From an optimization exercise on the open Yosys and OpenROAD flow, aimed at small area; shortcuts taken in it are not production practice. Only simulation tests tie the RTL to the original design; equivalence was not proved. Power and IR drop assume default switching activity.

## victim_writeback_buffer
module victim_writeback_buffer #(
  parameter int DEPTH   = 4,    
  parameter int ADDR_W  = 50,
  parameter int BLOCK_W = 512
) (
  input  logic                     clk,
  input  logic                     reset,
  input  logic                     evict_valid,
  input  logic [ADDR_W-1:0]        evict_addr,
  input  logic [BLOCK_W-1:0]       evict_block,
  output logic                     evict_ready,
  output logic                     mem_valid,
  output logic [ADDR_W-1:0]        mem_addr,
  output logic [BLOCK_W-1:0]       mem_block,
  input  logic                     mem_ready,
  input  logic                     snoop_en,
  input  logic [ADDR_W-1:0]        snoop_addr,
  output logic                     snoop_hit,
  output logic [BLOCK_W-1:0]       snoop_block,
  output logic [$clog2(DEPTH):0]   count,
  output logic                     full,
  output logic                     empty
);
Settings: LEC_CHECK=0, CAP_MARGIN=30, CORE_MARGIN=2, CORE_UTILIZATION=40, PLACE_DENSITY=0.8, SLEW_MARGIN=30, SYNTH_HIERARCHICAL=1; clock period 5.0 ns.
standard.sh (not shown) runs the stock make flow with config.mk's settings and CLKGATE_MAP_FILE= SYNTH_SCRIPT=/design/flow/synth_recipe.tcl, a recipe that flattens the netlist after the stock synthesis.
==> flow/flow/run.sh <==
#!/bin/bash
# Standard ORFS layout with two changes: port buffers use the smallest buffer
# cell, and the clock tree uses clkbuf_8 sink clusters without dummy loads.
set -euo pipefail
bash standard.sh \
  "BUFFER_PORTS_ARGS=-buffer_cell sky130_fd_sc_hd__buf_1" \
  "CTS_ARGS=-sink_clustering_enable -repair_clock_nets -dont_use_dummy_load -buf_list sky130_fd_sc_hd__clkbuf_8 -sink_clustering_size 16 -sink_clustering_max_diameter 50" \
  finish > flow_make.log 2>&1
Then changed:
- CAP_MARGIN: 30 -> 40
- SLEW_MARGIN: 30 -> 40
The changed run finished clean.
Sequential share of layout area decreases by 0.13 points.
Die area stays the same.
Wire length stays flat.

* * *

victim_writeback_buffer, a different RTL version from the one above (not shown whole).
For scale: about 6,900 cells after synthesis, roughly 1,700 I/O pins, about 97,000 sq um of cells after synthesis.
export LEC_CHECK = 0
export CAP_MARGIN = 20
export CORE_MARGIN = 2
export CORE_UTILIZATION = 65
export SLEW_MARGIN = 20
create_clock -name core_clock -period 5.0 [get_ports {clk}]
==> flow/flow/run.sh <==
#!/bin/bash
# Standard ORFS layout with two changes: port buffers use the smallest buffer
# cell, the clock tree uses clkbuf_8 sink clusters without dummy loads, and
# pins may sit on adjacent routing tracks so a denser die still fits them.
set -euo pipefail
bash standard.sh \
  "BUFFER_PORTS_ARGS=-buffer_cell sky130_fd_sc_hd__buf_1" \
  "CTS_ARGS=-sink_clustering_enable -repair_clock_nets -dont_use_dummy_load -buf_list {sky130_fd_sc_hd__clkbuf_4 sky130_fd_sc_hd__clkbuf_8} -sink_clustering_size 30 -sink_clustering_max_diameter 80" \
  "PLACE_PINS_ARGS=-min_distance 1 -min_distance_in_tracks" \
  finish > flow_make.log 2>&1
The starting point stopped in global routing (5_1_grt).
Edit:
==> flow/flow/run.sh (replaced) <==
#!/bin/bash
# Standard ORFS layout with two changes: port buffers use the smallest buffer
# cell, and the clock tree uses clkbuf_8 sink clusters without dummy loads.
set -euo pipefail
bash standard.sh \
  "BUFFER_PORTS_ARGS=-buffer_cell sky130_fd_sc_hd__buf_1" \
  "CTS_ARGS=-sink_clustering_enable -repair_clock_nets -dont_use_dummy_load -buf_list {sky130_fd_sc_hd__clkbuf_4 sky130_fd_sc_hd__clkbuf_8} -sink_clustering_size 30 -sink_clustering_max_diameter 80" \
  finish > flow_make.log 2>&1
=> With this change the flow died in I/O pin placement (3_2_place_iop); synthesized area is unchanged; synthesized cell count stays the same.
Edit:
==> flow/flow/run.sh (replaced) <==
#!/bin/bash
# Standard ORFS layout with two changes: port buffers use the smallest buffer
# cell, and the clock tree uses clkbuf_8 sink clusters without dummy loads.
set -euo pipefail
bash standard.sh \
  "BUFFER_PORTS_ARGS=-buffer_cell sky130_fd_sc_hd__buf_1" \
  "CTS_ARGS=-sink_clustering_enable -repair_clock_nets -dont_use_dummy_load -buf_list sky130_fd_sc_hd__clkbuf_8 -sink_clustering_size 16 -sink_clustering_max_diameter 50" \
  finish > flow_make.log 2>&1
CORE_UTILIZATION = 40   (was 65)
What happened: Now the flow completed with no timing, DRC or antenna violations. Synthesized cell count is unchanged. Area after synthesis stays the same.

* * *

== build 65 ==
Another version of the RTL of victim_writeback_buffer (not shown whole).
Size: roughly 2300 flip-flops, roughly 95000 um2 of cells after synthesis.
==> flow/config.mk <==
export PLATFORM = sky130hd
export DESIGN_NAME = victim_writeback_buffer
export DESIGN_NICKNAME = victim_writeback_buffer
export VERILOG_FILES = /design/flow/design.v
export SDC_FILE = /design/flow/constraint.sdc
export NUM_CORES = 4
export LEC_CHECK = 0
export CAP_MARGIN = 20
export CORE_MARGIN = 2
export CORE_UTILIZATION = 40
export PLACE_DENSITY = 0.8
export SLEW_MARGIN = 20
==> flow/constraint.sdc <==
create_clock -name core_clock -period 5.0 [get_ports {clk}]
set_input_delay 1.0000 -clock core_clock [delete_from_list [all_inputs] [get_ports {clk}]]
set_output_delay 1.0000 -clock core_clock [all_outputs]
set_load 0.01 [all_outputs]
==> flow/flow/run.sh <==
#!/bin/bash
# Standard ORFS layout with two changes: port buffers use the smallest buffer
# cell, and the clock tree uses clkbuf_8 sink clusters without dummy loads.
set -euo pipefail
bash standard.sh \
  "BUFFER_PORTS_ARGS=-buffer_cell sky130_fd_sc_hd__buf_1" \
  "CTS_ARGS=-sink_clustering_enable -repair_clock_nets -dont_use_dummy_load -buf_list sky130_fd_sc_hd__clkbuf_8 -sink_clustering_size 16 -sink_clustering_max_diameter 50" \
  finish > flow_make.log 2>&1
Input-level comparison between build 19 and build 65:
- PLACE_DENSITY removed (was 0.8)
[summary]
- The maximum clock frequency of build 19 is lower than that of build 65.
- Fraction of the cycle the final worst path needs in build 19 is 7.2 points above build 65.
- Cmp build 19 and build 65 / cell internal power dissipation / higher: build 19
- Per the comparison of build 19 with build 65, count of non-CTS inverters in the layout shows no meaningful change; final antenna diode count shows a reduction of 13.
- Compared with build 65, build 19 shows count of clock-buffer cells in the layout higher by 71.
Setup changes, build 19 to build 37
- an added PLACE_DENSITY of 0.9
Notes after the runs:
A cell with the largest stage delay on the worst path of sky130_fd_sc_hd__dfxtp_4 is what build 37 shows, while sky130_fd_sc_hd__buf_4 belongs to build 19. Compared with build 19, build 37 shows share of the clock period used by the worst path lower by 8.7 points. Of the two candidates, build 19 has the worse maximum frequency and build 37 the better one. From build 19 to build 37 the numbers moved as follows: placed cell area neither gained nor lost much, via count picked up an extra 2853, post-route cell area has decreased, time the final worst path needs with I/O delays and setup decreased by 440 ps relative to the old numbers, worst-case setup margin in the final layout now larger. Relative to build 19, the total routed wire length on the met1 layer of build 37 is lower by about 16%.

separate check: timing with driven ports:
The results above use ideal ports. As a check the final layouts listed here were re-extracted and re-timed, cells and wires unchanged. Step 1: set_driving_cell puts a clkbuf_16 on clk and a buf_2 on each other input, an assumption about the parent block. Step 2 adds t to the input delays and takes it off the output delays; t is the mean of the earliest and latest rising clock arrival at the registers after step 1. Input paths then give back, and output paths get back, about the clock's delay inside the block. a / b / c = no drivers / after step 1 / after step 2; a / b = the first two.
run | t (ns) | setup slack, ns | clock arrival spread, ns | worst register clock-pin slew, ns
the first run of note 1 | 0.998 | 0.476 / 0.378 / 0.234 | 0.198 / 0.198 | 0.11 / 0.11
the second run of note 1 | 1.007 | 0.485 / 0.391 / 0.195 | 0.210 / 0.210 | 0.11 / 0.11
the third run of note 2 | 1.055 | 0.573 / 0.471 / 0.352 | 0.234 / 0.234 | 0.10 / 0.10
build 65 | 1.084 | 0.498 / 0.402 / 0.295 | 0.242 / 0.242 | 0.11 / 0.11
build 19 | 1.125 | 0.137 / 0.037 / 0.396 | 0.146 / 0.146 | 0.11 / 0.11
build 37 | 1.032 | 0.573 / 0.481 / 0.276 | 0.229 / 0.228 | 0.11 / 0.11
After both steps every run listed still meets setup and hold. For build 37, which loses most, drivers alone change the setup slack by -0.092 ns; drivers and shift together by -0.297 ns.
